Background: an optimization exercise with open tools, aiming at a short achievable clock period and few clock cycles. Do not read the settings as production practice. Function was checked by simulation only, so behaviour that the tests miss may differ from the original. Power and IR drop assume default switching activity.

===== constraint.sdc =====
create_clock -name core_clock -period 8.5 [get_ports {clk}]
set_input_delay 1.7000 -clock core_clock [delete_from_list [all_inputs] [get_ports {clk}]]
set_output_delay 1.7000 -clock core_clock [all_outputs]
set_load 0.01 [all_outputs]

===== design.v =====
module icache_nway_lru #(
   parameter int ADDR_W = 32,
   parameter int WAYS   = 4,
   parameter int SETS   = 4,
   parameter int WPL    = 2,
   parameter int PAGE   = 12
) (
   input  logic                clk,
   input  logic                reset,
   input  logic                proc_req,
   input  logic [ADDR_W-1:0]   address_from_proc,
   input  logic                flush,
   output logic [31:0]         data_to_proc,
   output logic                proc_resp_valid,
   output logic                hit_miss,
   output logic                busy,
   output logic                ram_req,
   output logic [ADDR_W-1:0]   address_to_ram,
   input  logic [32*WPL-1:0]   data_from_ram,
   input  logic                ram_access_done
);
   localparam int WSEL_W = $clog2(WPL);
   localparam int OFF    = WSEL_W + 2;
   localparam int IDX_W  = $clog2(SETS);
   localparam int TAG_W  = ADDR_W - OFF - IDX_W;
   localparam int LO_W   = PAGE - OFF - IDX_W;    
   localparam int HI_W   = TAG_W - LO_W;          
   localparam int NPAIR  = WAYS * (WAYS - 1) / 2;
   localparam int HALF   = WAYS / 2;    
   logic [SETS-1:0][WAYS-1:0]                  valid_q;
   logic [SETS-1:0][WAYS-1:0]                  use_q;    
   logic [SETS-1:0][WAYS-1:0][TAG_W-1:0]       tag_q;
   logic [SETS-1:0][WAYS-1:0][WPL-1:0][31:0]   line_q;
   logic [SETS-1:0][NPAIR-1:0]                 ord_q;
   logic [SETS-1:0][WAYS-1:0]                  vic_q;
   logic [HI_W-1:0]                            page_q;   
   logic [ADDR_W-1:OFF]     addr_q;       
   logic [TAG_W-1:0]        req_tag_q;    
   logic [SETS-1:0]         req_set_q;    
   logic [WSEL_W-1:0]       req_word_q;
   logic [SETS-1:0][WAYS-1:0] hit_line_q;  
   logic                    again_q;      
   logic                    ram_req_q;    
   logic                    resp_a_n_q;   
   logic                    resp_b_n_q;   
   logic                    hit_miss_q;
   logic                    flush_pend_q;  
   logic [31:0]             word_a_n_q;   
   logic [31:0]             word_b_n_q;
   logic refill;    
   logic resp;      
   assign refill = ram_req_q;
   assign resp   = !(resp_a_n_q && resp_b_n_q);
   logic [TAG_W-1:0]          in_tag;
   logic [HI_W-1:0]           in_page;
   logic [LO_W-1:0]           in_lo;
   logic [IDX_W-1:0]          in_idx;
   logic [WSEL_W-1:0]         in_word;
   logic [SETS-1:0]           in_set;
   logic                      first;      
   logic                      flush_now;  
   logic                      page_ok;    
   logic                      look;       
   logic [SETS-1:0][WAYS-1:0] line_hit;
   logic                      hit_a;      
   logic                      hit_b;
   logic [31:0]               word_a;
   logic [31:0]               word_b;
   assign in_tag    = address_from_proc[ADDR_W-1:OFF+IDX_W];
   assign in_page   = in_tag[TAG_W-1:LO_W];
   assign in_lo     = in_tag[LO_W-1:0];
   assign in_idx    = address_from_proc[OFF+IDX_W-1:OFF];
   assign in_word   = address_from_proc[OFF-1:2];
   assign first     = proc_req && !refill && !again_q;
   assign flush_now = (flush || flush_pend_q) && !refill && !again_q;
   assign page_ok   = (in_page == page_q);
   assign look      = (first && !flush_now && page_ok) || again_q;
   always_comb begin
      for (int s = 0; s < SETS; s++)
         in_set[s] = (in_idx == IDX_W'(s));
   end
   always_comb begin
      for (int s = 0; s < SETS; s++)
         for (int w = 0; w < WAYS; w++)
            line_hit[s][w] = in_set[s] && use_q[s][w] &&
                             (tag_q[s][w][LO_W-1:0] == in_lo);
   end
   logic [WAYS-1:0][31:0] cand;
   logic [WAYS-1:0]       way_hit;
   always_comb begin
      for (int w = 0; w < WAYS; w++) begin
         cand[w]    = '0;
         way_hit[w] = 1'b0;
         for (int s = 0; s < SETS; s++) begin
            cand[w]    = cand[w] | ({32{in_set[s]}} & line_q[s][w][in_word]);
            way_hit[w] = way_hit[w] || line_hit[s][w];
         end
      end
      hit_a  = 1'b0;
      hit_b  = 1'b0;
      word_a = '0;
      word_b = '0;
      for (int w = 0; w < WAYS; w++)
         if (w < HALF) begin
            hit_a  = hit_a || way_hit[w];
            word_a = word_a | ({32{way_hit[w]}} & cand[w]);
         end else begin
            hit_b  = hit_b || way_hit[w];
            word_b = word_b | ({32{way_hit[w]}} & cand[w]);
         end
   end
   logic              done;
   logic              upd;        
   logic [WAYS-1:0]   hit_way;    
   logic [WAYS-1:0]   cur_valid;
   logic [NPAIR-1:0]  cur_ord;
   logic [WAYS-1:0]   cur_vic;
   logic [WAYS-1:0]   acc;        
   logic [WAYS-1:0]   nxt_valid;
   logic [NPAIR-1:0]  nxt_ord;
   logic [WAYS-1:0]   lru;
   logic [WAYS-1:0]   nxt_vic;
   assign done = refill && ram_access_done;
   assign upd  = done || (resp && !hit_miss_q);
   always_comb begin
      hit_way = '0;
      for (int s = 0; s < SETS; s++)
         hit_way = hit_way | hit_line_q[s];
   end
   always_comb begin
      cur_valid = '0;
      cur_ord   = '0;
      cur_vic   = '0;
      for (int s = 0; s < SETS; s++)
         if (req_set_q[s]) begin
            cur_valid = cur_valid | valid_q[s];
            cur_ord   = cur_ord   | ord_q[s];
            cur_vic   = cur_vic   | vic_q[s];
         end
   end
   assign acc       = refill ? cur_vic : hit_way;
   assign nxt_valid = cur_valid | acc;
   always_comb begin
      int p;
      nxt_ord = cur_ord;
      p = 0;
      for (int i = 0; i < WAYS; i++)
         for (int j = i + 1; j < WAYS; j++) begin
            if (acc[i])      nxt_ord[p] = 1'b0;
            else if (acc[j]) nxt_ord[p] = 1'b1;
            p++;
         end
   end
   always_comb begin
      int p;
      lru = '1;
      p = 0;
      for (int i = 0; i < WAYS; i++)
         for (int j = i + 1; j < WAYS; j++) begin
            if (nxt_ord[p]) lru[j] = 1'b0;
            else            lru[i] = 1'b0;
            p++;
         end
   end
   always_comb begin
      logic found;
      nxt_vic = '0;
      found   = 1'b0;
      for (int w = 0; w < WAYS; w++)
         if (!nxt_valid[w] && !found) begin
            nxt_vic[w] = 1'b1;
            found      = 1'b1;
         end
      if (!found) nxt_vic = lru;
   end
   logic new_page;    
   assign new_page = first && !page_ok;
   always_ff @(posedge clk) begin
      addr_q     <= address_from_proc[ADDR_W-1:OFF];
      hit_line_q <= line_hit;
      word_a_n_q <= refill ? ~data_from_ram[32*req_word_q +: 32] : ~word_a;
      word_b_n_q <= refill ? '1 : ~word_b;
      if (first) begin
         req_tag_q  <= in_tag;
         req_set_q  <= in_set;
         req_word_q <= in_word;
      end
   end
   always_ff @(posedge clk) begin
      if (!reset) begin
         ram_req_q    <= 1'b0;
         resp_a_n_q   <= 1'b1;
         resp_b_n_q   <= 1'b1;
         again_q      <= 1'b0;
         hit_miss_q   <= 1'b1;
         flush_pend_q <= 1'b0;
         page_q       <= '0;
      end else begin
         resp_a_n_q <= !((look && hit_a) || done);
         resp_b_n_q <= !(look && hit_b);
         hit_miss_q <= refill;
         again_q    <= new_page && !flush_now;
         if (refill) ram_req_q <= !ram_access_done;
         else        ram_req_q <= (first && flush_now) || (look && !(hit_a || hit_b));
         if (refill || again_q) flush_pend_q <= flush_pend_q || flush;
         else                   flush_pend_q <= 1'b0;
         if (new_page) page_q <= in_page;
      end
   end
   logic clear;
   assign clear = !reset || flush_now;
   always_ff @(posedge clk) begin
      for (int s = 0; s < SETS; s++) begin
         if (clear) begin
            valid_q[s] <= '0;
            use_q[s]   <= '0;
            ord_q[s]   <= '0;
            vic_q[s]   <= WAYS'(1);
         end else begin
            if (new_page) begin
               for (int w = 0; w < WAYS; w++)
                  use_q[s][w] <= valid_q[s][w] && (tag_q[s][w][TAG_W-1:LO_W] == in_page);
            end
            if (upd && req_set_q[s]) begin
               valid_q[s] <= nxt_valid;
               ord_q[s]   <= nxt_ord;
               vic_q[s]   <= nxt_vic;
               if (refill) use_q[s] <= use_q[s] | acc;
            end
         end
      end
   end
   always_ff @(posedge clk) begin
      for (int s = 0; s < SETS; s++)
         for (int w = 0; w < WAYS; w++)
            if (reset && done && req_set_q[s] && vic_q[s][w]) begin
               tag_q[s][w]  <= req_tag_q;
               line_q[s][w] <= data_from_ram;
            end
   end
   assign data_to_proc    = ~(word_a_n_q & word_b_n_q);
   assign proc_resp_valid = resp;
   assign hit_miss        = hit_miss_q;
   assign busy            = refill;
   assign ram_req         = refill;
   assign address_to_ram  = {addr_q, OFF'(0)};
endmodule

===== config.mk =====
export PLATFORM = sky130hd
export DESIGN_NAME = icache_nway_lru
export DESIGN_NICKNAME = icache_nway_lru
export VERILOG_FILES = /design/flow/design.v
export SDC_FILE = /design/flow/constraint.sdc
export NUM_CORES = 8
export LEC_CHECK = 0
export ABC_CLOCK_PERIOD_IN_PS = 2000
export CAP_MARGIN = 20
export CORE_MARGIN = 2
export CORE_UTILIZATION = 40
export PLACE_DENSITY = 0.7
export SETUP_SLACK_MARGIN = 5
export SLEW_MARGIN = 20

===== standard.sh =====
#!/bin/bash
# synth_recipe.tcl (not shown) runs the flow's synth.tcl, then flattens the netlist and writes it again
# the make line also repeats each setting of config.mk as NAME=value (left out here)
make -C /OpenROAD-flow-scripts/flow DESIGN_CONFIG=/design/flow/config.mk WORK_HOME=/design/flow/orfs CLKGATE_MAP_FILE= SYNTH_SCRIPT=/design/flow/synth_recipe.tcl "${@:-finish}"

===== flow/run.sh =====
#!/bin/bash
# Standard layout, with timing repair aiming further below the clock period and
# a few slow multi-input OR/NOR cells kept out of synthesis and repair.
set -euo pipefail
base=$(make -s -C "$FLOW_HOME" DESIGN_CONFIG="$PWD/config.mk" print-DONT_USE_CELLS | sed -n 's/^DONT_USE_CELLS: //p')
extra="sky130_fd_sc_hd__or3_1 sky130_fd_sc_hd__or3_2 sky130_fd_sc_hd__or3_4 sky130_fd_sc_hd__or3b_1 sky130_fd_sc_hd__or3b_2 sky130_fd_sc_hd__or3b_4 sky130_fd_sc_hd__or4_1 sky130_fd_sc_hd__or4_2 sky130_fd_sc_hd__or4_4 sky130_fd_sc_hd__or4b_1 sky130_fd_sc_hd__or4b_2 sky130_fd_sc_hd__or4b_4 sky130_fd_sc_hd__or4bb_1 sky130_fd_sc_hd__or4bb_2 sky130_fd_sc_hd__or4bb_4"
bash standard.sh SETUP_SLACK_MARGIN=6 "DONT_USE_CELLS=$base $extra"  finish > orfs_make.log 2>&1

==> results of run 1 <==
-- area by class of cell --
class	count	area [µm²]	share of cell area
diodes	7	17.5	0.000210
clock buffers	228	4760	0.0570
clock inverters	83	701	0.00839
multi-input cells	1637	19000	0.228
flip-flops and latches	1695	48900	0.586
well taps	2175	2720	0.0326
repair buffers	503	7350	0.0881
-- layer usage --
metal	vias to the layer above	part of all wire	track usage
li1	14922	-	-
met1	19225	0.37	0.300
met2	2405	0.47	0.372
met3	519	0.11	0.0635
met4	22	0.050	0.105
met5	-	0.00070	0
-- cells in the mapped netlist, drive strengths merged (4+ instances only) --
cell / instances
a31oi: 4
and3: 17
xor2: 190
a22o: 5
nor2: 20
mux4: 256
a21oi: 44
nand2: 141
nand2b: 35
nor2b: 22
a22oi: 21
dfxtp: 207
xnor2: 262
clkbuf: 75
buf: 126
o22ai: 64
o21ai: 43
a211oi: 27
and2: 8
a311oi: 16
mux2i: 180
nand3: 43
nand4: 69
o41ai: 4
nor4: 73
nor3: 9
a41oi: 4
o21a: 4
edfxtp: 1488
-- state kept, by name (all words and copies together) (netlist names) --
name	cells
line_q	1024
tag_q	432
word_a_n_q	32
word_b_n_q	32
addr_q	29
req_tag_q	27
ord_q	24
page_q	20
hit_line_q	16
use_q	16
valid_q	16
vic_q	16
req_set_q	4
again_q	1
flush_pend_q	1
hit_miss_q	1
ram_req_q	1
req_word_q	1
resp_a_n_q	1
resp_b_n_q	1
-- metrics by stage --
step	power, mW	util
global route	18.6	0.513
floorplan	10.1	-
global placement	10.5	0.433
finish	18.2	0.513
detailed placement	10.5	0.433
CTS	18.2	0.505
-- worst max-delay path, cell delays in order, from the launching register on --
cell and delay, ns:
dfxtp_4 0.36, buf_16 0.13, buf_6 0.11
-- cells by family after synthesis --
kind of cell	Yosys count	synth area share
flip-flops	1695	0.744
XOR/XNOR	452	0.0603
AND/OR/NAND/NOR	443	0.0377
multiplexers	436	0.115
AO/OA/AOI/OAI	253	0.0258
buffers and inverters	201	0.0164
other	1	0.0000572
-- worst paths after layout --
kind                               start               endpoint  cells past startpoint
setup / recovery    ram_req_q$_SDFF_PN0_                ram_req                      2
hold / removal     ord_q[3]$_SDFFE_PP0P_  ord_q[3]$_SDFFE_PP0P_                      2
setup reg to reg  req_set_q[2]$_DFFE_PP_  vic_q[3]$_SDFFE_PP0P_                      7
hold reg to reg    ord_q[3]$_SDFFE_PP0P_  ord_q[3]$_SDFFE_PP0P_                      2
-- report_power, final --
| group | internal, mW | switching, mW |
|---|---|---|
| logic | 0.667 | 0.811 |
| registers | 9.18 | 0.147 |
| clock network | 4.21 | 3.18 |
| total | 14.1 | 4.14 |
-- placed cells by master (no fill, tap or decap), drive strengths merged, types with 63 or more instances in the layout --
master	Yosys	routed
and3	17	63
buf	126	404
clkbuf	75	231
clkdlybuf4s50	0	65
dfxtp	207	207
edfxtp	1488	1488
mux2i	180	180
mux4	256	256
nand2	141	141
nand4	69	69
nor4	73	73
o22ai	64	64
xnor2	262	262
xor2	190	190
-- repair_timing --
action | CTS | global route
resized for setup | 1054 | 142
hold buffers | 0 | 0
pin swaps | 171 | 71
gates cloned | 113 | 5
hold endpoints to repair | 0 | 0
setup endpoints to repair | 1696 | 660
setup buffers | 176 | 32
==> results.tsv, run 1 <==
stage	metric	value	unit
outcome	status	complete, no violations	
setup_path	cp.arrival	1.41	ns
logic_synthesis	syn_avg_cell_area	18.8	µm²
sta	whs	0.473	ns
logic_synthesis	synth_edf_count	1488	
drt	drt_pass1_iterations	6	
power_and_ir_drop	power.density	218	mW/mm²
drt	wl	199000	µm
drt	ant_nets	0	
logic_synthesis	synth_area_leaders	edfxtp_1, mux4_2, dfxtp_1	
global_routing	track_usage	0.234	
placement	dpl.hpwl	80200	µm
clock_network	numCtsBuffers	167	
cells_and_area	final_cells	6328	
logic_synthesis	async_flop_share	0	
sta	drv_slew	0	
clock_network	cts_tree	built	
cells_and_area	area_delta_synth_final	27.2	%
clock_network	cts.htree.levels	4	
placement	place_inst	5684	
logic_synthesis	postSynthCellCount	3481	
drt	vias	37093	
drt	viasPerCell	5.86	
sta	finalSetupTns	0	ns
cells_and_area	fillerInstances	12358	
die	die_h	409	µm
logic_synthesis	ys_ff_latch	1695	
drt	post_drt_wl_per_cell	31.5	µm
logic_synthesis	synth_seq_area_share	0.744	
placement	dp_slack	3.26	ns
global_routing	grt_pass1_wl	277000	µm
clock_network	insertion_delay	0.81	ns
global_routing	grt_max_degree	66	
sta	tightest_slew	1.21	ns
sta	final-setup-viol-count	0	
clock_network	cts_buffer_depth	3	
logic_synthesis	yosysWarnings	1	
setup_path	endpoint_kind	primary output	
sta	setup_ws	5.39	ns
setup_path	critical_path_class	reg -> out	
sta	fin_crit	3.11	ns
sta	skew	0.0324	ns
global_routing	grt-ovfl-total	0	
die	rows	148	
clock_network	cts_root_buffer	clkbuf_16	
sta	rsz0062_at_grt	yes	
logic_synthesis	yosys.area.top_type	edfxtp_1	
global_routing	grt_pass1_vias	36525	
clock_network	clk_pin_slew	0.06	ns
power_and_ir_drop	p_leak	27.7	nW
setup_path	crit_required	6.80	ns
sta	finalHoldViolCount	0	
placement	dpl_cell_area	0.0705	mm²
setup_path	path_max_fanout	3	
cells_and_area	layout.nets	4105	
setup_path	r2r_slack	6.02	ns
die	initial_utilization	0.403	
sta	max_freq	322	MHz
die	die_w	409	µm
sta	slew_headroom	0.194	
setup_path	critPathLaunchType	flop	
logic_synthesis	synth_top_area_frac	0.681	
placement	gp_congestion	0.797	
flow_run	max_cap_violations	0	
global_routing	antenna_found_initial	24	
logic_synthesis	ys_types	57	
die	pin_count	169	
logic_synthesis	syn_area	0.0656	mm²
drt	drc_errors	0	
cells_and_area	drive_gt1_frac	0.354	
placement	port_buffers	163	
clock_network	clock-sinks	1695	
power_and_ir_drop	irDropWorstVdd	0.199	mV
die	die-area	0.167	mm²
worst_hold_path	hold_path.class	reg -> reg	
cells_and_area	fin_area	0.0835	mm²
logic_synthesis	ys.flop_type	edfxtp_1	
drt	drt-initial-drc-count	5218	
sta	period_share	0.366	
die	core	0.163	mm²
Testbench counts, summed over its fixed seeds: cycles 44,685.
==> inputs of run 2 (changes only) <==
--- a/config.mk
+++ b/config.mk
@@ -7,8 +7,8 @@
 export LEC_CHECK = 0
 export ABC_CLOCK_PERIOD_IN_PS = 2000
 export CAP_MARGIN = 20
+export CORE_ASPECT_RATIO = 2.0
 export CORE_MARGIN = 2
 export CORE_UTILIZATION = 40
-export PLACE_DENSITY = 0.7
 export SETUP_SLACK_MARGIN = 5
 export SLEW_MARGIN = 20
==> run 2 against run 1 <==
Clock skew grew 0.0082 ns. Wire length grew 4.2%. Clock power shrank 9.3%. Sequential share of layout area grew 0.63 points. Via count shrank 3.7%. Power shrank 3.8%. Worst setup slack lost 0.16 ns. Cell count shrank 1.3%. Sequential power is essentially flat. Flip-flop and latch count is the same. Largest cell class unchanged.
==> results.tsv, run 2 <==
stage	metric	value	unit
die	die_h	577	µm
sta	tightest_slew	1.20	ns
sta	max_freq	306	MHz
cells_and_area	layout.nets	4103	
placement	dp_slack	2.98	ns
drt	wl	208000	µm
logic_synthesis	synth_area_leaders	edfxtp_1, mux4_2, dfxtp_1	
clock_network	clock-sinks	1695	
sta	slew_headroom	0.203	
logic_synthesis	ys_types	57	
logic_synthesis	yosysWarnings	1	
cells_and_area	layout_commonest_cell	edfxtp_1	
drt	ant_nets	0	
flow_run	max_cap_violations	0	
cells_and_area	drive_gt1_frac	0.350	
logic_synthesis	async_flop_share	0	
clock_network	cts_buffer_depth	4	
setup_path	cp.arrival	3.96	ns
die	pin_count	169	
cells_and_area	largest-register	line_q	
drt	drt-initial-drc-count	3516	
global_routing	grt_pass1_vias	36325	
placement	dpl.hpwl	90900	µm
logic_synthesis	synth_top_area_frac	0.681	
logic_synthesis	ys_ff_latch	1695	
outcome	status	complete, no violations	
drt	viasPerCell	5.72	
sta	rsz0062_at_grt	yes	
setup_path	critPathLaunchType	input pin	
sta	setup_ws	5.23	ns
sta	period_share	0.384	
global_routing	antenna_found_initial	19	
power_and_ir_drop	irDropWorstVdd	0.143	mV
logic_synthesis	synth_edf_count	1488	
setup_path	cpMaxStageDelayCell	nor4_4	
setup_path	worstPathCellList	buf_12, buf_12, buf_6, xnor2_2, nand4_1, nor4_4, nand4_1, a211oi_2	
logic_synthesis	synth.most_common_cell	edfxtp_1	
logic_synthesis	yosys.area.top_type	edfxtp_1	
clock_network	insertion_delay	0.80	ns
clock_network	cts_root_buffer	clkbuf_16	
worst_hold_path	hold_path.class	reg -> reg	
die	die_w	290	µm
global_routing	grt-ovfl-total	0	
setup_path	crit_required	9.19	ns
clock_network	clk_pin_slew	0.07	ns
clock_network	numCtsBuffers	155	
drt	drc_errors	0	
logic_synthesis	syn_area	0.0656	mm²
setup_path	crit_buf_inv	3	
logic_synthesis	ys.flop_type	edfxtp_1	
logic_synthesis	synth_commonest_cells	edfxtp_1, xnor2_1, mux4_2	
clock_network	holdBufCountCts	0	
sta	drv_slew	0	
global_routing	grt_max_degree	114	
setup_path	worst_path_dominant_cell_family	simple AND/OR/NAND/NOR gates	
cells_and_area	reg.largest.list	line_q (1024), tag_q (432)	
drt	vias	35720	
setup_path	endpoint_kind	flop	
die	core	0.163	mm²
sta	skew	0.0405	ns
die	rows	210	
cells_and_area	area_delta_synth_final	25.9	%
cells_and_area	fillerInstances	12867	
drt	drt_pass1_iterations	5	
sta	fin_crit	3.27	ns
logic_synthesis	syn_avg_cell_area	18.8	µm²
global_routing	grt_pass1_wl	284000	µm
global_routing	track_usage	0.244	
logic_synthesis	synth_seq_area_share	0.744	
cells_and_area	layout_common_cells	edfxtp_1, mux4_2, mux2i_1	
cells_and_area	largest_register_ffs	1024	
die	initial_utilization	0.402	
sta	final-setup-viol-count	0	
clock_network	cts_tree	built	
setup_path	critical_path_class	in -> reg	
drt	post_drt_wl_per_cell	33.2	µm
sta	finalSetupTns	0	ns
logic_synthesis	postSynthCellCount	3481	
power_and_ir_drop	p_leak	27.5	nW
placement	gp_congestion	0.813	
setup_path	path_max_fanout	4	
die	die-area	0.167	mm²
sta	finalHoldViolCount	0	
setup_path	slowest_delay	0.75	ns
power_and_ir_drop	power.density	212	mW/mm²
clock_network	cts.htree.levels	4	
placement	port_buffers	163	
[run 2: cell counts after synthesis]
No cell type changed its count.
[run 2: through the flow]
| stage | power [mW] | area [µm²] | util | cells | hold WS [ns] |
|---|---|---|---|---|---|
| 6_report | 17.5 | 82600 | 0.506 | 6246 | 0.465 |
| 3_5_place_dp | 10.5 | 70500 | 0.432 | 5634 | 0.454 |
| 4_1_cts | 17.5 | 81400 | 0.499 | 6184 | 0.462 |
| 5_1_grt | 17.9 | 82600 | 0.506 | 6239 | 0.491 |
| 3_3_place_gp | 10.5 | 70500 | 0.432 | 5632 | 0.442 |
| 2_1_floorplan | 10.1 | 67300 | - | 3483 | 0.437 |
[run 2: cells by family after synthesis]
kind of cell / after synthesis / synth area share
other cells: 1 / 0.0000572
simple gates: 443 / 0.0377
compound gates: 253 / 0.0258
buf+inv: 201 / 0.0164
mux: 436 / 0.115
flops: 1695 / 0.744
xor+xnor: 452 / 0.0603
[run 2: worst register-to-register path, cell delays in order (launching register included)]
cell and delay (ns):
dfxtp_4 0.37, buf_4 0.35, buf_16 0.28, nand2_8 0.08, nand2_4 0.12, and2_4 0.50
a21oi_2 0.14, nand4_1 0.42, a211oi_2 0.13
[run 2: final timing paths]
check                               from                endpoint  slack (ns)  cells past startpoint
setup reg to reg    ram_req_q$_SDFF_PN0_     use_q[5]$_SDFF_PP0_        5.95                      8
hold reg to reg   ord_q[10]$_SDFFE_PP0P_  ord_q[10]$_SDFFE_PP0P_        0.47                      2
hold / removal    ord_q[10]$_SDFFE_PP0P_  ord_q[10]$_SDFFE_PP0P_        0.47                      2
setup / recovery   address_from_proc[28]    use_q[15]$_SDFF_PP0_        5.23                      8
[run 2: layout make-up]
class                   count  area, µm²  area share
clock buffers             217       4320      0.0522
flip-flops and latches   1695      48900       0.592
repair buffers            520       7410      0.0896
clock inverters            55        383     0.00463
diodes                      9       22.5    0.000273
multi-input cells        1630      18900       0.229
well taps                2120       2650      0.0321
[run 2: timing repair]
action	CTS	global route
buffers inserted	178	42
gates cloned	100	10
gates resized for setup	1040	135
pin swaps	187	55
endpoints found under the setup margin	1729	522
[run 2: where the power goes]
group	switching, mW	total (mW)	leakage, nW	internal, mW
sequential	0.145	9.32	15.1	9.17
combinational	0.818	1.49	10.1	0.670
clock	3.03	6.70	2.29	3.67
total	3.99	17.5	27.5	13.5
[run 2: metal layers]
| layer | wire (µm) | share of wire | vias to the layer above | global-route usage |
|---|---|---|---|---|
| met3 | 12500 | 0.060 | 484 | 0.0381 |
| met4 | 14300 | 0.069 | 16 | 0.145 |
| met2 | 110000 | 0.53 | 1453 | 0.447 |
| met5 | 103 | 0.00050 | - | 0 |
| met1 | 70300 | 0.34 | 18901 | 0.265 |
| li1 | - | - | 14866 | - |
==> inputs of run 3 (changes only) <==
--- a/config.mk
+++ b/config.mk
@@ -7,7 +7,7 @@
 export LEC_CHECK = 0
 export ABC_CLOCK_PERIOD_IN_PS = 2000
 export CAP_MARGIN = 20
-export CORE_ASPECT_RATIO = 2.0
+export CORE_ASPECT_RATIO = 0.5
 export CORE_MARGIN = 2
 export CORE_UTILIZATION = 40
 export SETUP_SLACK_MARGIN = 5
==> run 3 against run 2 <==
Still clean on timing, DRC and antenna. Synthesized cell count did not move. Maximum frequency rose by 5.9%. Sequential power barely moved. Power rose by 2.9%. Via count rose by 2.8%. First-iteration DRC count rose by 40%. Core utilization rose by 0.11 points. Highest routed layer unchanged.
==> results.tsv, run 3 <==
stage	metric	value	unit
sta	max_freq	324	MHz
setup_path	r2r_slack	5.99	ns
die	pin_count	169	
cells_and_area	layout_common_cells	edfxtp_1, mux4_2, xnor2_1	
global_routing	grt_pass1_vias	36263	
sta	whs	0.463	ns
cells_and_area	largest_register_ffs	1024	
cells_and_area	layout_commonest_cell	edfxtp_1	
clock_network	numCtsBuffers	157	
flow_run	max_cap_violations	0	
setup_path	critical_path_class	in -> reg	
logic_synthesis	postSynthCellCount	3481	
logic_synthesis	ys_ff_latch	1695	
worst_hold_path	holdPathEnd	ord_q[10]$_SDFFE_PP0P_	
logic_synthesis	synth_area_leaders	edfxtp_1, mux4_2, dfxtp_1	
cells_and_area	largest-register	line_q	
setup_path	r2r-end	vic_q[9]$_SDFFE_PP0P_	
setup_path	endpoint_kind	flop	
power_and_ir_drop	irDropWorstVdd	0.236	mV
cells_and_area	area_delta_synth_final	26.4	%
cells_and_area	multi_input_area	0.0186	mm²
drt	drc_errors	0	
cells_and_area	fillerInstances	12876	
drt	wl	201000	µm
logic_synthesis	synth_top_area_frac	0.681	
drt	vias	36708	
die	die_w	577	µm
cells_and_area	reg.largest.list	line_q (1024), tag_q (432)	
sta	slew_headroom	0.188	
worst_hold_path	min_from	ord_q[10]$_SDFFE_PP0P_	
sta	tightest_slew	1.22	ns
global_routing	grt_max_degree	66	
sta	period_share	0.363	
sta	setup_ws	5.42	ns
sta	fin_crit	3.08	ns
drt	drt_pass1_iterations	5	
die	die-area	0.167	mm²
drt	post_drt_wl_per_cell	31.8	µm
sta	skew	0.0284	ns
sta	final-setup-viol-count	0	
die	initial_utilization	0.401	
logic_synthesis	ys.flop_type	edfxtp_1	
logic_synthesis	yosysWarnings	1	
clock_network	cts.htree.levels	4	
power_and_ir_drop	power.density	217	mW/mm²
setup_path	timing.rr.start	req_set_q[2]$_DFFE_PP_	
cells_and_area	fin_area	0.0829	mm²
clock_network	cts_root_buffer	clkbuf_16	
logic_synthesis	ys_types	57	
placement	dpl_cell_area	0.0705	mm²
die	die_h	290	µm
cells_and_area	final_util	0.507	
cells_and_area	ff_latch_area	0.0489	mm²
sta	rsz0062_at_grt	yes	
cells_and_area	final_cells	6313	
clock_network	insertion_delay	0.78	ns
global_routing	track_usage	0.237	
placement	place_inst	5703	
global_routing	antenna_found_initial	14	
logic_synthesis	synth_commonest_cells	edfxtp_1, xnor2_1, mux4_2	
logic_synthesis	yosys.area.top_type	edfxtp_1	
worst_hold_path	hold_depth	2	
cells_and_area	layout.nets	4086	
placement	gp_congestion	0.791	
clock_network	cts_buffer_depth	3	
placement	dp_slack	3.25	ns
clock_network	clk_pin_slew	0.07	ns
logic_synthesis	synth_edf_count	1488	
setup_path	critPathLaunchType	input pin	
sta	finalSetupTns	0	ns
die	rows	105	
worst_hold_path	hold_path.class	reg -> reg	
die	core	0.163	mm²
drt	ant_nets	0	
global_routing	grt-ovfl-total	0	
sta	drv_slew	0	
power_and_ir_drop	p_leak	27.5	nW
setup_path	cp.arrival	3.74	ns
cells_and_area	drive_gt1_frac	0.341	
logic_synthesis	synth.most_common_cell	edfxtp_1	
setup_path	reg2reg_depth	7	
drt	viasPerCell	5.81	
clock_network	cts_tree	built	
placement	port_buffers	163	
sta	finalHoldViolCount	0	
logic_synthesis	synth_seq_area_share	0.744	
power_and_ir_drop	power	18.0	mW
setup_path	path_max_fanout	5	
logic_synthesis	syn_area	0.0656	mm²
outcome	status	complete, no violations	
logic_synthesis	syn_avg_cell_area	18.8	µm²
global_routing	grt_pass1_wl	279000	µm
placement	dpl.hpwl	81200	µm
setup_path	crit_required	9.16	ns
clock_network	clock-sinks	1695	
drt	drt-initial-drc-count	4920	
logic_synthesis	async_flop_share	0	
run 3: kinds of logic (layout without fill, tap and decap cells):
family | count (synthesis) | after routing | share of synthesized area
AO/OA/AOI/OAI | 253 | 253 | 0.0258
XOR/XNOR | 452 | 452 | 0.0603
multiplexers | 436 | 436 | 0.115
buffers and inverters | 201 | 791 | 0.0164
flip-flops | 1695 | 1695 | 0.744
other | 1 | 6 | 0.0000572
AND/OR/NAND/NOR | 443 | 487 | 0.0377
run 3: worst max-delay path: stages:
cell and delay, ns:
buf_12 0.10, buf_12 0.13, xor2_4 0.18, nor4_4 0.54, nand3_2 0.17, o21a_4 0.32
buf_12 0.16, buf_16 0.14, a311oi_4 0.21, a211oi_2 0.07
run 3: where the power goes:
part,internal [mW],switching [mW],total [mW]
Sequential,9.18,0.149,9.33
Combinational,0.651,0.788,1.44
Clock,4.18,3.07,7.25
Total,14.0,4.01,18.0
run 3: what timing repair did:
action	4_1_cts	5_1_grt
pin swaps	103	44
resized for setup	968	127
gates cloned	115	3
setup buffers	175	23
hold buffers	0	0
endpoints found under the setup margin	1730	365
run 3: worst max-delay path by stage:
stage                                      from                      end  slack (ns)  cells past startpoint
after floorplan                        proc_req  page_q[16]$_SDFFE_PN0N_        5.00                      6
final                     address_from_proc[13]      use_q[5]$_SDFF_PP0_        5.42                     10
after CTS                  ram_req_q$_SDFF_PN0_                  ram_req        5.38                      2
after global placement    address_from_proc[31]     use_q[15]$_SDFF_PP0_        3.25                      9
after detailed placement  address_from_proc[13]      use_q[7]$_SDFF_PP0_        3.25                      9
after global routing       ram_req_q$_SDFF_PN0_                     busy        5.40                      2
run 3: cell type report:
type                    count  area share
diodes                      3   0.0000905
multi-input cells        1631       0.225
well taps                2193      0.0331
clock inverters            70     0.00935
clock buffers             221      0.0541
repair buffers            500      0.0886
flip-flops and latches   1695       0.590
run 3: metal layers:
layer / up-vias / routed length [µm] / share of wire / GRT usage
li1: 14886 / - / - / -
met1: 19555 / 80000 / 0.40 / 0.324
met2: 1872 / 95200 / 0.47 / 0.376
met3: 381 / 18400 / 0.092 / 0.0520
met4: 14 / 6790 / 0.034 / 0.0820
met5: - / 101 / 0.00050 / 0
==> inputs of run 4 (changes only) <==
--- a/config.mk
+++ b/config.mk
@@ -5,9 +5,9 @@
 export SDC_FILE = /design/flow/constraint.sdc
 export NUM_CORES = 8
 export LEC_CHECK = 0
+export ABC_AREA = 1
 export ABC_CLOCK_PERIOD_IN_PS = 2000
 export CAP_MARGIN = 20
-export CORE_ASPECT_RATIO = 0.5
 export CORE_MARGIN = 2
 export CORE_UTILIZATION = 40
 export SETUP_SLACK_MARGIN = 5
==> run 4 against run 3 <==
Still clean on timing, DRC and antenna. First-iteration DRC count grew 31%. Cell area grew 1.8%. Flip-flop and latch count is the same. Combinational power grew 7%. Worst hold slack gained 0.016 ns. Cell count grew 31%. Via count grew 29%. Critical endpoint is now data_to_proc[21]. Largest power group unchanged. Highest routed layer unchanged.
==> results.tsv, run 4 <==
stage	metric	value	unit
clock_network	cts_tree	built	
worst_hold_path	hold_path.class	reg -> reg	
logic_synthesis	syn_area	0.0669	mm²
logic_synthesis	synth_edf_count	1488	
sta	final-setup-viol-count	0	
logic_synthesis	ys_types	47	
power_and_ir_drop	power.density	221	mW/mm²
drt	viasPerCell	5.73	
sta	drv_slew	0	
cells_and_area	fillerInstances	13977	
setup_path	reg2reg_depth	9	
sta	tightest_slew	1.23	ns
setup_path	cp.arrival	1.44	ns
power_and_ir_drop	pwr-share-clk	0.416	
sta	slew_headroom	0.179	
clock_network	cts_root_buffer	clkbuf_16	
global_routing	track_usage	0.264	
logic_synthesis	ys_ff_latch	1695	
die	die_h	413	µm
setup_path	endpoint_kind	primary output	
power_and_ir_drop	irDropWorstVdd	0.225	mV
power_and_ir_drop	p_leak	29.3	nW
die	die-area	0.171	mm²
setup_path	crit_required	6.80	ns
setup_path	slowest_delay	0.34	ns
cells_and_area	largest-register	line_q	
clock_network	clk_pin_slew	0.07	ns
cells_and_area	drive_gt1_frac	0.200	
drt	drt_pass1_iterations	6	
cells_and_area	fin_area	0.0845	mm²
drt	drc_errors	0	
clock_network	cts_buffer_depth	3	
die	rows	150	
sta	skew	0.0672	ns
sta	rsz0062_at_grt	yes	
power_and_ir_drop	pwr-share-comb	0.083	
placement	dp_slack	2.67	ns
power_and_ir_drop	power	18.6	mW
sta	period_share	0.370	
setup_path	timing.rr.start	req_set_q[1]$_DFFE_PP_	
placement	gp_congestion	0.829	
global_routing	use_met3	0.0489	
cells_and_area	layout_common_cells	edfxtp_1, nand2_1, nor2_1	
logic_synthesis	synth_top_area_frac	0.668	
global_routing	grt_pass1_wl	321000	µm
drt	ant_nets	0	
clock_network	insertion_delay	0.86	ns
cells_and_area	ff_latch_area	0.0489	mm²
sta	fin_crit	3.14	ns
global_routing	met1_usage	0.352	
cells_and_area	largest_register_ffs	1024	
setup_path	crit_path_start	word_b_n_q[21]$_SDFF_PP1_	
placement	port_buffers	163	
placement	dpl.hpwl	96100	µm
power_and_ir_drop	swShare	0.246	
clock_network	cts.htree.levels	4	
logic_synthesis	yosys.area.top_type	edfxtp_1	
die	die_w	413	µm
setup_path	critPathLaunchType	flop	
global_routing	grt-ovfl-total	0	
clock_network	numCtsBuffers	177	
logic_synthesis	yosysWarnings	1	
die	pin_count	169	
logic_synthesis	async_flop_share	0	
power_and_ir_drop	p_sw	4.58	mW
setup_path	path_max_fanout	1	
cells_and_area	layout.nets	6031	
global_routing	use_met2	0.422	
logic_synthesis	ys.flop_type	edfxtp_1	
clock_network	clock-sinks	1695	
global_routing	grt_pass1_vias	43949	
placement	dpl_cell_area	0.0710	mm²
setup_path	r2r_slack	6.04	ns
drt	vias	47517	
setup_path	r2r-end	vic_q[15]$_SDFFE_PP0P_	
drt	wl	234000	µm
logic_synthesis	synth_area_leaders	edfxtp_1, dfxtp_1, nand2_1	
drt	drt-initial-drc-count	6467	
setup_path	worstPathCellList	nand2_4, buf_6	
logic_synthesis	synth_seq_area_share	0.730	
cells_and_area	area_delta_synth_final	26.2	%
outcome	status	complete, no violations	
sta	finalSetupTns	0	ns
die	initial_utilization	0.401	
power_and_ir_drop	p_int	14.1	mW
setup_path	critical_path_class	reg -> out	
sta	finalHoldViolCount	0	
global_routing	grt_max_degree	145	
cells_and_area	multi_input_area	0.0177	mm²
sta	max_freq	318	MHz
cells_and_area	layout_commonest_cell	edfxtp_1	
clock_network	holdBufCountCts	0	
drt	post_drt_wl_per_cell	28.2	µm
logic_synthesis	syn_avg_cell_area	12.2	µm²
global_routing	antenna_found_initial	10	
global_routing	grt.busiest_layer	met2	
setup_path	cp-endpoint	data_to_proc[21]	
setup_path	cpMaxStageDelayCell	dfxtp_2	
logic_synthesis	synth.most_common_cell	edfxtp_1	
sta	setup_ws	5.36	ns
cells_and_area	reg.largest.list	line_q (1024), tag_q (432)	
die	core	0.167	mm²
power_and_ir_drop	seqPwrFrac	0.501	
logic_synthesis	synth_commonest_cells	edfxtp_1, nand2_1, nor2_1	
logic_synthesis	postSynthCellCount	5468	
flow_run	max_cap_violations	0	
## run 4: cell count changes after synthesis, moves of 130 or more
cell and change:
nor2_1 +812, inv_1 +210, mux2i_1 -180, a21oi_1 +130, o22ai_1 +175, xnor2_1 -172
o21ai_0 +576, nand2_1 +697, mux4_2 -256
## run 4: routing by layer
| layer | wire length [µm] | vias up | part of all wire |
|---|---|---|---|
| li1 | - | 20483 | - |
| met1 | 89000 | 23551 | 0.38 |
| met2 | 109000 | 2920 | 0.47 |
| met3 | 24800 | 559 | 0.11 |
| met4 | 11100 | 4 | 0.047 |
| met5 | 16 | - | 0.000068 |
## run 4: critical path, delay by kind of cell, from the launching register on
kind                   cells  cell delay [ns]
buffers and inverters      1             0.14
DFF                        1             0.34
and+or+nand+nor            1             0.10
## run 4: through the flow
stage / hold WS [ns] / std cells / utilization
floorplan: 0.444 / 5470 / -
global placement: 0.454 / 7611 / 0.426
detailed placement: 0.459 / 7611 / 0.426
CTS: 0.476 / 8239 / 0.497
global route: 0.501 / 8291 / 0.507
finish: 0.479 / 8294 / 0.507
## run 4: cells by family (layout without fill, tap and decap cells)
kind of cell           after synthesis  after routing  synth area share
AND/OR/NAND/NOR                   1869           1889             0.111
flip-flops                        1695           1695             0.730
AO/OA/AOI/OAI                     1183           1183            0.0994
buffers and inverters              529           1122            0.0338
XOR/XNOR                           159            159            0.0208
multiplexers                        32             32           0.00539
other                                1             10         0.0000560
## run 4: repair_timing
action,in CTS,in global routing
setup buffers,207,26
cloned,89,21
endpoints found under the setup margin,1734,633
pin swaps,133,105
gates resized for setup,1036,258
## run 4: final cells by class
| cell class | count | share of cell area |
|---|---|---|
| clock inverter | 68 | 0.0105 |
| sequential | 1695 | 0.579 |
| multi-input combinational | 3266 | 0.210 |
| timing repair buffer | 550 | 0.0934 |
| timing repair inverter | 11 | 0.00154 |
| antenna | 7 | 0.000207 |
| tap | 2204 | 0.0327 |
| inverter | 229 | 0.0137 |
| clock buffer | 264 | 0.0589 |
## run 4: power by group through the flow
stage               Sequential, mW  Combinational, mW  Clock, mW
global placement              9.51               1.08          0
finish                        9.35               1.54       7.76
global route                  9.35               1.62       8.14
CTS                           9.34               1.41       7.81
floorplan                     9.42              0.665          0
detailed placement            9.51               1.09          0
## run 4: worst min-delay path by stage
stage | slack (ns) | from | endpoint | cells past startpoint
4_1_cts | 0.48 | page_q[0]$_SDFFE_PN0N_ | page_q[0]$_SDFFE_PN0N_ | 2
3_3_place_gp | 0.45 | page_q[1]$_SDFFE_PN0N_ | page_q[1]$_SDFFE_PN0N_ | 2
3_5_place_dp | 0.46 | page_q[1]$_SDFFE_PN0N_ | page_q[1]$_SDFFE_PN0N_ | 2
5_1_grt | 0.50 | page_q[17]$_SDFFE_PN0N_ | page_q[17]$_SDFFE_PN0N_ | 2
2_1_floorplan | 0.44 | page_q[0]$_SDFFE_PN0N_ | page_q[0]$_SDFFE_PN0N_ | 2
6_report | 0.48 | page_q[0]$_SDFFE_PN0N_ | page_q[0]$_SDFFE_PN0N_ | 2
==> inputs of run 5 (changes only) <==
--- a/config.mk
+++ b/config.mk
@@ -5,7 +5,6 @@
 export SDC_FILE = /design/flow/constraint.sdc
 export NUM_CORES = 8
 export LEC_CHECK = 0
-export ABC_AREA = 1
 export ABC_CLOCK_PERIOD_IN_PS = 2000
 export CAP_MARGIN = 20
 export CORE_MARGIN = 2
==> run 5 against run 4 <==
Clock power decreased by 4.4%. Combinational power decreased by 5%. Area after synthesis decreased by 2.0%. Critical endpoint unchanged. Highest routed layer unchanged. Critical path type unchanged.
==> results.tsv, run 5 <==
stage	metric	value	unit
cells_and_area	reg.largest.list	line_q (1024), tag_q (432)	
logic_synthesis	postSynthCellCount	3481	
logic_synthesis	ys_ff_latch	1695	
logic_synthesis	synthMuxAreaShare	0.115	
cells_and_area	largest_register_ffs	1024	
placement	port_buffers	163	
drt	drt_pass1_iterations	5	
sta	max_freq	324	MHz
sta	rsz0062_at_grt	yes	
sta	finalSetupTns	0	ns
clock_network	holdBufCountCts	0	
drt	viasPerCell	5.70	
die	initial_utilization	0.403	
placement	gp_congestion	0.796	
sta	period_share	0.363	
sta	final-setup-viol-count	0	
worst_hold_path	hold_path.class	reg -> reg	
cells_and_area	layout_common_cells	edfxtp_1, mux4_2, xnor2_1	
clock_network	cts_tree	built	
outcome	status	complete, no violations	
clock_network	cts_root_buffer	clkbuf_16	
drt	vias	36062	
logic_synthesis	synth.most_common_cell	edfxtp_1	
worst_hold_path	min_from	ord_q[0]$_SDFFE_PP0P_	
global_routing	grt_pass1_wl	274000	µm
drt	wl	199000	µm
cells_and_area	final_util	0.513	
die	rows	148	
logic_synthesis	synth_compound_area_frac	0.0258	
setup_path	worstPathCellList	nand2_4, buf_6	
setup_path	reg2reg_depth	8	
setup_path	crit_required	6.80	ns
drt	drt-initial-drc-count	4273	
die	die_w	409	µm
sta	whs	0.470	ns
cells_and_area	drive_gt1_frac	0.353	
setup_path	slowest_delay	0.34	ns
setup_path	path_max_fanout	1	
die	die_h	409	µm
logic_synthesis	ys_types	57	
logic_synthesis	synth_top_area_frac	0.681	
cells_and_area	area_delta_synth_final	27.2	%
global_routing	antenna_found_initial	20	
clock_network	cts_buffer_depth	3	
setup_path	r2r_slack	6.02	ns
die	die-area	0.167	mm²
logic_synthesis	synth_seq_area_share	0.744	
drt	post_drt_wl_per_cell	31.5	µm
placement	dpl.hpwl	80600	µm
setup_path	cpMaxStageDelayCell	dfxtp_2	
logic_synthesis	synth_area_leaders	edfxtp_1, mux4_2, dfxtp_1	
sta	drv_slew	0	
logic_synthesis	synth_edf_count	1488	
setup_path	critical_path_class	reg -> out	
sta	skew	0.0527	ns
setup_path	critPathLaunchType	flop	
clock_network	numCtsBuffers	174	
die	pin_count	169	
logic_synthesis	synth-simple-area-share	0.0377	
flow_run	max_cap_violations	0	
clock_network	clk_pin_slew	0.06	ns
power_and_ir_drop	irDropWorstVdd	0.221	mV
cells_and_area	layout_commonest_cell	edfxtp_1	
power_and_ir_drop	power	18.2	mW
sta	tightest_slew	1.22	ns
worst_hold_path	holdPathEnd	ord_q[0]$_SDFFE_PP0P_	
sta	fin_crit	3.09	ns
logic_synthesis	ys.flop_type	edfxtp_1	
logic_synthesis	syn_avg_cell_area	18.8	µm²
clock_network	cts.htree.levels	4	
logic_synthesis	synth_xor_area_frac	0.0603	
global_routing	track_usage	0.234	
clock_network	clock-sinks	1695	
logic_synthesis	async_flop_share	0	
cells_and_area	largest-register	line_q	
logic_synthesis	synthAdderAreaFrac	0	
global_routing	grt-ovfl-total	0	
global_routing	grt_pass1_vias	35007	
setup_path	endpoint_kind	primary output	
power_and_ir_drop	p_leak	27.8	nW
logic_synthesis	synth_commonest_cells	edfxtp_1, xnor2_1, mux4_2	
setup_path	r2r-end	vic_q[3]$_SDFFE_PP0P_	
setup_path	timing.rr.start	req_set_q[2]$_DFFE_PP_	
drt	drc_errors	0	
die	core	0.163	mm²
placement	dp_slack	3.03	ns
global_routing	grt_max_degree	65	
sta	finalHoldViolCount	0	
worst_hold_path	hold_depth	2	
sta	setup_ws	5.41	ns
clock_network	insertion_delay	0.82	ns
cells_and_area	layout.nets	4103	
logic_synthesis	yosysWarnings	1	
logic_synthesis	synth_top_family_by_area	multiplexers	
setup_path	cp.arrival	1.39	ns
logic_synthesis	syn_area	0.0656	mm²
logic_synthesis	yosys.area.top_type	edfxtp_1	
drt	ant_nets	0	
sta	slew_headroom	0.188	
power_and_ir_drop	power.density	218	mW/mm²
==> run 5: cell count changes after synthesis, moves of 180 or more <==
cell / previous run / this run
nor2_1: 831 / 19
nand2_1: 838 / 141
o21ai_0: 585 / 9
mux4_2: 0 / 256
inv_1: 210 / 0
mux2i_1: 0 / 180
==> run 5: stage by stage <==
step           instance area, µm²  cells
2_1_floorplan               67300   3483
3_3_place_gp                70500   5688
3_5_place_dp                70500   5688
4_1_cts                     82000   6259
5_1_grt                     83500   6326
6_report                    83500   6329
==> run 5: cell families (layout without fill, tap and decap cells) <==
group / count (synthesis) / after routing
buffers and inverters: 201 / 830
and+or+nand+nor: 443 / 479
muxes: 436 / 436
AOI/OAI and AO/OA: 253 / 255
DFF: 1695 / 1695
xor gates and xnor gates: 452 / 452
other: 1 / 7
==> run 5: how the worst max path moves through the flow <==
stage,from,end,slack [ns],cells after the start
floorplan,proc_req,page_q[16]$_SDFFE_PN0N_,5.00,6
global placement,reset,line_q[713]$_DFFE_PP_,3.04,4
detailed placement,reset,tag_q[399]$_DFFE_PP_,3.03,4
CTS,word_b_n_q[16]$_SDFF_PP1_,data_to_proc[16],5.37,2
global route,word_a_n_q[23]$_DFF_P_,data_to_proc[23],5.35,2
finish,word_b_n_q[21]$_SDFF_PP1_,data_to_proc[21],5.41,2
==> run 5: metal layers <==
layer	vias to the layer above	wire, µm	global-route usage
li1	14935	-	-
met1	19091	79900	0.322
met2	1683	95200	0.375
met3	323	18100	0.0531
met4	30	5750	0.0628
met5	-	184	0
==> run 5: cell type report <==
| class | instances | area (µm²) |
|---|---|---|
| antenna | 4 | 10.0 |
| sequential | 1695 | 48900 |
| tap | 2175 | 2720 |
| clock buffer | 248 | 4920 |
| fill | 12843 | 79300 |
| timing repair buffer | 506 | 7470 |
| multi-input combinational | 1625 | 18800 |
| clock inverter | 76 | 631 |
==> run 5: worst max-delay path: cells and delay by family (launching register included) <==
family | cells | cell delay (ns)
buf+inv | 1 | 0.14
simple gates | 1 | 0.09
flops | 1 | 0.34
==> run 5: what timing repair did <==
item / in CTS / in global routing
buffers inserted: 146 / 58
setup endpoints to repair: 1711 / 383
endpoints found under the hold margin: 0 / 0
gates resized for setup: 982 / 170
pin swaps: 136 / 84
gates cloned: 101 / 8
==> run 5: report_power, final <==
part | internal (mW) | switching [mW]
logic | 0.667 | 0.805
clock network | 4.20 | 3.22
registers | 9.18 | 0.141
==> inputs of run 6 (changes only) <==
--- a/config.mk
+++ b/config.mk
@@ -9,5 +9,6 @@
 export CAP_MARGIN = 20
 export CORE_MARGIN = 2
 export CORE_UTILIZATION = 40
+export GPL_ROUTABILITY_DRIVEN = 0
 export SETUP_SLACK_MARGIN = 5
 export SLEW_MARGIN = 20
==> run 6 against run 5 <==
Critical path depth stayed put. Area after synthesis stayed put. Cell area stayed put. Power stayed put. Sequential power hardly changed. Non-clock buffer count stayed put. Global-route usage stayed put. Still clean on timing, DRC and antenna. First-iteration DRC count stayed put. Critical endpoint unchanged. Register-to-register slack hardly changed. Worst setup slack stayed put.
==> results.tsv, run 6 <==
stage	metric	value	unit
outcome	status	complete, no violations	
logic_synthesis	ys_ff_latch	1695	
cells_and_area	fin_area	0.0835	mm²
cells_and_area	largest_register_ffs	1024	
clock_network	insertion_delay	0.82	ns
sta	finalSetupTns	0	ns
logic_synthesis	yosysWarnings	1	
sta	max_freq	324	MHz
drt	drt_pass1_iterations	5	
cells_and_area	layout_commonest_cell	edfxtp_1	
logic_synthesis	synth_area_leaders	edfxtp_1, mux4_2, dfxtp_1	
die	initial_utilization	0.403	
clock_network	holdBufCountCts	0	
setup_path	critPathLaunchType	flop	
cells_and_area	reg.largest.list	line_q (1024), tag_q (432)	
clock_network	numCtsBuffers	174	
drt	drt-initial-drc-count	4273	
sta	setup_ws	5.41	ns
logic_synthesis	synth_top_area_frac	0.681	
cells_and_area	ff_latch_area	0.0489	mm²
die	die-area	0.167	mm²
sta	whs	0.470	ns
logic_synthesis	synthAdderAreaFrac	0	
placement	dp_slack	3.03	ns
worst_hold_path	hold_path.class	reg -> reg	
setup_path	worstPathCellList	nand2_4, buf_6	
sta	finalHoldViolCount	0	
clock_network	cts.htree.levels	4	
cells_and_area	drive_gt1_frac	0.353	
setup_path	critical_path_class	reg -> out	
sta	drv_slew	0	
cells_and_area	final_cells	6329	
sta	skew	0.0527	ns
clock_network	clk_pin_slew	0.06	ns
drt	viasPerCell	5.70	
logic_synthesis	postSynthCellCount	3481	
logic_synthesis	synthMuxAreaShare	0.115	
global_routing	track_usage	0.234	
setup_path	crit_buf_inv	1	
logic_synthesis	syn_avg_cell_area	18.8	µm²
clock_network	cts_root_buffer	clkbuf_16	
logic_synthesis	synth_top_family_by_area	multiplexers	
drt	ant_nets	0	
logic_synthesis	synth_seq_area_share	0.744	
logic_synthesis	synth.most_common_cell	edfxtp_1	
power_and_ir_drop	p_leak	27.8	nW
setup_path	slowest_delay	0.34	ns
logic_synthesis	synth-simple-area-share	0.0377	
global_routing	grt_max_degree	65	
drt	post_drt_wl_per_cell	31.5	µm
logic_synthesis	ys.flop_type	edfxtp_1	
cells_and_area	area_delta_synth_final	27.2	%
setup_path	worst_path_dominant_cell_family	flip-flops	
global_routing	grt_pass1_vias	35007	
power_and_ir_drop	p_int	14.0	mW
logic_synthesis	syn_area	0.0656	mm²
setup_path	path_max_fanout	1	
power_and_ir_drop	pwr-share-comb	0.081	
flow_run	max_cap_violations	0	
die	die_h	409	µm
sta	slew_headroom	0.188	
placement	dpl.hpwl	80600	µm
sta	period_share	0.363	
power_and_ir_drop	seqPwrFrac	0.512	
cells_and_area	layout_common_cells	edfxtp_1, mux4_2, xnor2_1	
logic_synthesis	synth_xor_area_frac	0.0603	
sta	tightest_slew	1.22	ns
logic_synthesis	yosys.area.top_type	edfxtp_1	
drt	vias	36062	
sta	final-setup-viol-count	0	
clock_network	cts_buffer_depth	3	
power_and_ir_drop	pwr-share-clk	0.407	
logic_synthesis	ys_types	57	
power_and_ir_drop	irDropWorstVdd	0.221	mV
global_routing	grt-ovfl-total	0	
cells_and_area	largest-register	line_q	
drt	drc_errors	0	
power_and_ir_drop	swShare	0.229	
drt	wl	199000	µm
logic_synthesis	synth_edf_count	1488	
global_routing	grt_pass1_wl	274000	µm
die	core	0.163	mm²
sta	rsz0062_at_grt	yes	
cells_and_area	final_util	0.513	
cells_and_area	fillerInstances	12843	
clock_network	clock-sinks	1695	
setup_path	endpoint_kind	primary output	
sta	fin_crit	3.09	ns
power_and_ir_drop	power.density	218	mW/mm²
setup_path	crit_required	6.80	ns
placement	place_inst	5688	
power_and_ir_drop	p_sw	4.17	mW
power_and_ir_drop	power	18.2	mW
logic_synthesis	synth_compound_area_frac	0.0258	
cells_and_area	layout.nets	4103	
logic_synthesis	synth_commonest_cells	edfxtp_1, xnor2_1, mux4_2	
placement	port_buffers	163	
placement	dpl_cell_area	0.0705	mm²
cells_and_area	multi_input_area	0.0188	mm²
setup_path	cpMaxStageDelayCell	dfxtp_2	
die	die_w	409	µm
global_routing	antenna_found_initial	20	
die	pin_count	169	
setup_path	cp.arrival	1.39	ns
clock_network	cts_tree	built	
logic_synthesis	async_flop_share	0	
die	rows	148	
==> run 6: final cells by class <==
type	instances	area share
antenna	4	0.000120
clock buffer	248	0.0589
clock inverter	76	0.00756
multi-input combinational	1625	0.225
sequential	1695	0.586
tap	2175	0.0326
timing repair buffer	506	0.0895
==> run 6: cells by family (layout without fill, tap and decap cells) <==
group	count (synthesis)	in the layout
buffers and inverters	201	830
other	1	7
AOI/OAI and AO/OA	253	255
DFF	1695	1695
muxes	436	436
and+or+nand+nor	443	479
xor gates and xnor gates	452	452
==> run 6: what timing repair did <==
item	in CTS	in global routing
buffers inserted	146	58
pin swaps	136	84
endpoints found under the setup margin	1711	383
cloned	101	8
resized for setup	982	170
==> run 6: worst paths after layout <==
kind,start,end,slack (ns),cells past startpoint
hold / removal,ord_q[0]$_SDFFE_PP0P_,ord_q[0]$_SDFFE_PP0P_,0.47,2
setup reg to reg,req_set_q[2]$_DFFE_PP_,vic_q[3]$_SDFFE_PP0P_,6.02,8
setup / recovery,word_b_n_q[21]$_SDFF_PP1_,data_to_proc[21],5.41,2
hold reg to reg,ord_q[0]$_SDFFE_PP0P_,ord_q[0]$_SDFFE_PP0P_,0.47,2
==> run 6: worst register-to-register path, cell delays in order, from the launching register on <==
cell and delay, ns:
edfxtp_1 0.46, buf_4 0.20, buf_12 0.15, a22o_1 0.24
or2_2 0.40, a21oi_1 0.27, nand3_1 0.10, a211o_2 0.43
a21oi_2 0.16
==> run 6: power by group through the flow <==
stage	logic, mW	registers (mW)	clock network [mW]
6_report	1.47	9.32	7.42
5_1_grt	1.54	9.32	7.86
4_1_cts	1.39	9.31	7.54
3_5_place_dp	1.02	9.48	0
3_3_place_gp	1.01	9.48	0
2_1_floorplan	0.672	9.41	0
==> run 6: metal layers <==
layer  vias up  GRT usage  part of all wire
li1      14935          -                 -
met3       323     0.0531             0.091
met2      1683      0.375              0.48
met5         -          0           0.00092
met1     19091      0.322              0.40
met4        30     0.0628             0.029
==> inputs of run 7 (changes only) <==
--- a/config.mk
+++ b/config.mk
@@ -9,6 +9,6 @@
 export CAP_MARGIN = 20
 export CORE_MARGIN = 2
 export CORE_UTILIZATION = 40
-export GPL_ROUTABILITY_DRIVEN = 0
 export SETUP_SLACK_MARGIN = 5
 export SLEW_MARGIN = 20
+export TNS_END_PERCENT = 0
==> run 7 against run 6 <==
Maximum frequency is 2.6% lower. Highest routed layer unchanged. Die area did not move. Wire length shrank 6.7%. Register-to-register slack got worse by 0.60 ns. Clock-buffer cell count decreased by 8. Cell count fell by 2.8%. Via count decreased by 3.4%. Flip-flop and latch count unchanged.
==> results.tsv, run 7 <==
stage	metric	value	unit
setup_path	critical_path_class	in -> reg	
setup_path	critPathLaunchType	input pin	
cells_and_area	largest_register_ffs	1024	
placement	place_inst	5688	
drt	drt-initial-drc-count	4042	
placement	port_buffers	163	
setup_path	crit_required	9.01	ns
die	core	0.163	mm²
outcome	status	complete, no violations	
flow_run	max_cap_violations	0	
setup_path	timing.rr.start	req_set_q[2]$_DFFE_PP_	
clock_network	holdBufCountCts	0	
drt	drt_pass1_iterations	7	
cells_and_area	layout.nets	3922	
sta	tightest_slew	1.17	ns
logic_synthesis	synth_edf_count	1488	
power_and_ir_drop	p_leak	25.4	nW
drt	ant_nets	0	
clock_network	clock-sinks	1695	
die	pin_count	169	
cells_and_area	area_delta_synth_final	18.6	%
global_routing	grt_pass1_vias	34081	
die	die_w	409	µm
setup_path	endpoint_kind	flop	
sta	skew	0.0319	ns
global_routing	grt-ovfl-total	0	
logic_synthesis	synth_top_area_frac	0.681	
logic_synthesis	synth_commonest_cells	edfxtp_1, xnor2_1, mux4_2	
die	die_h	409	µm
die	die-area	0.167	mm²
logic_synthesis	synth_seq_area_share	0.744	
setup_path	crit_path_start	reset	
global_routing	grt_max_degree	106	
power_and_ir_drop	irDropWorstVdd	0.229	mV
logic_synthesis	synth.most_common_cell	edfxtp_1	
setup_path	reg2reg_depth	6	
die	initial_utilization	0.403	
logic_synthesis	syn_avg_cell_area	18.8	µm²
logic_synthesis	ys_ff_latch	1695	
clock_network	cts_root_buffer	clkbuf_16	
logic_synthesis	async_flop_share	0	
logic_synthesis	postSynthCellCount	3481	
clock_network	clk_pin_slew	0.06	ns
cells_and_area	final_cells	6152	
worst_hold_path	hold_depth	2	
logic_synthesis	ys.flop_type	edfxtp_1	
worst_hold_path	holdPathEnd	ord_q[10]$_SDFFE_PP0P_	
worst_hold_path	min_from	ord_q[10]$_SDFFE_PP0P_	
clock_network	cts.htree.levels	4	
cells_and_area	layout_common_cells	edfxtp_1, xnor2_1, mux4_2	
setup_path	path_max_fanout	31	
drt	vias	34831	
cells_and_area	drive_gt1_frac	0.217	
die	rows	148	
placement	dpl.hpwl	80800	µm
sta	slew_headroom	0.218	
drt	post_drt_wl_per_cell	30.2	µm
worst_hold_path	hold_path.class	reg -> reg	
sta	finalSetupTns	0	ns
global_routing	track_usage	0.216	
drt	drc_errors	0	
sta	final-setup-viol-count	0	
sta	max_freq	315	MHz
power_and_ir_drop	power.density	230	mW/mm²
setup_path	r2r_slack	5.42	ns
logic_synthesis	yosys.area.top_type	edfxtp_1	
logic_synthesis	yosysWarnings	1	
cells_and_area	largest-register	line_q	
drt	wl	186000	µm
logic_synthesis	synth_area_leaders	edfxtp_1, mux4_2, dfxtp_1	
sta	drv_slew	0	
setup_path	r2r-end	vic_q[3]$_SDFFE_PP0P_	
logic_synthesis	ys_types	57	
power_and_ir_drop	power	17.9	mW
clock_network	insertion_delay	0.83	ns
clock_network	cts_tree	built	
placement	gp_congestion	0.781	
global_routing	antenna_found_initial	20	
sta	finalHoldViolCount	0	
sta	period_share	0.373	
logic_synthesis	syn_area	0.0656	mm²
sta	fin_crit	3.17	ns
cells_and_area	reg.largest.list	line_q (1024), tag_q (432)	
global_routing	grt_pass1_wl	257000	µm
clock_network	numCtsBuffers	174	
clock_network	cts_buffer_depth	3	
sta	rsz0062_at_grt	yes	
cells_and_area	layout_commonest_cell	edfxtp_1	
setup_path	cp.arrival	3.68	ns
drt	viasPerCell	5.66	
[run 7: changes by cell type in the layout (fill, tap and decap cells not counted), sizes merged, moves of 2 or more]
cell | before | now
bufinv | 5 | 9
inv | 9 | 11
bufbuf | 34 | 14
buf | 399 | 169
o21a | 6 | 4
clkinv | 57 | 61
and3 | 53 | 63
dlygate4sd2 | 0 | 38
dlymetal6s2s | 0 | 10
clkdlybuf4s15 | 0 | 5
clkdlybuf4s50 | 66 | 69
clkbuf | 255 | 252
[run 7: power breakdown]
| part | switching [mW] | leakage [nW] | internal [mW] | total [mW] |
|---|---|---|---|---|
| sequential | 0.142 | 15.1 | 9.18 | 9.32 |
| clock | 3.25 | 2.70 | 4.19 | 7.44 |
| combinational | 0.676 | 7.56 | 0.462 | 1.14 |
| total | 4.07 | 25.4 | 13.8 | 17.9 |
[run 7: repair_timing]
action	CTS	global route
pin swaps	39	7
gates resized for setup	418	67
buffers inserted	36	25
endpoints found under the setup margin	1667	1702
gates cloned	61	10
[run 7: kinds of logic after synthesis]
logic type | synth area share
mux | 0.115
other cells | 0.0000572
xor+xnor | 0.0603
compound gates | 0.0258
buf+inv | 0.0164
flops | 0.744
simple gates | 0.0377
[run 7: area by class of cell]
cell class | count | area (µm²)
sequential | 1695 | 48800
tap | 2175 | 2720
timing repair buffer | 317 | 4020
clock buffer | 240 | 4710
antenna | 5 | 12.5
fill | 13319 | 84900
clock inverter | 87 | 843
multi-input combinational | 1633 | 16700
[run 7: worst max path at each step]
stage               cells past startpoint                        end  slack (ns)
floorplan                               6    page_q[16]$_SDFFE_PN0N_        5.00
global placement                        5      line_q[322]$_DFFE_PP_        3.13
detailed placement                      5      line_q[322]$_DFFE_PP_        3.10
CTS                                     2            data_to_proc[0]        5.34
global route                           11  word_b_n_q[29]$_SDFF_PP1_        5.31
finish                                  7      line_q[477]$_DFFE_PP_        5.33
[run 7: metrics by stage]
stage               area, µm²  setup slack, ns   util  hold WS [ns]
detailed placement      69600             3.10  0.427         0.447
floorplan               65700             5.00      -         0.436
finish                  77800             5.33  0.478         0.455
CTS                     77100             5.34  0.474         0.455
global route            77800             5.31  0.478         0.478
global placement        69500             3.13  0.427         0.441
[run 7: worst max-delay path: stages]
cell and delay, ns:
clkdlybuf4s50_1 0.48, buf_6 0.28, and3_4 0.30, buf_12 0.14
and3_4 0.26, buf_4 0.28, buf_12 0.20
[run 7: layer usage]
layer  wire length (µm)  share of wire  global-route usage
met1              76200           0.41               0.293
met2              89300           0.48               0.351
met3              14700          0.079              0.0419
met4               5440          0.029              0.0658
met5                127        0.00068                   0

==> what the ideal ports hide <==
In the flow no input, the clock included, has a driving cell. The finished layouts below were timed again as built, in two steps. Step 1 assumes that a clkbuf_16 drives the clock port and a buf_2 every other input. Step 2, shift: input delay + t, output delay - t, t = (earliest + latest rising clock arrival at the registers) / 2. This alone moves slack from input paths to output paths. Slacks: no drivers / after step 1 / after step 2; pairs: no drivers / after step 1.
| run | shift t [ns] | setup WS [ns] | clock arrival spread, ns | slew at the worst register clock pin (ns) | pins driven straight from the clock port |
|---|---|---|---|---|---|
| run 1 | 0.883 | 5.391 / 5.306 / 4.562 | 0.037 / 0.037 | 0.07 / 0.07 | 1 |
| run 2 | 0.871 | 5.234 / 5.277 / 4.407 | 0.040 / 0.041 | 0.07 / 0.07 | 1 |
| run 3 | 0.845 | 5.417 / 5.342 / 4.601 | 0.030 / 0.030 | 0.07 / 0.07 | 1 |
| run 4 | 0.915 | 5.357 / 5.269 / 4.790 | 0.070 / 0.070 | 0.07 / 0.07 | 1 |
| run 5 | 0.873 | 5.413 / 5.335 / 4.465 | 0.053 / 0.053 | 0.07 / 0.07 | 1 |
| run 6 | 0.873 | 5.413 / 5.335 / 4.465 | 0.053 / 0.053 | 0.07 / 0.07 | 1 |
| run 7 | 0.896 | 5.330 / 5.294 / 4.465 | 0.037 / 0.038 | 0.07 / 0.07 | 1 |
After both steps setup and hold are still met in every run listed.
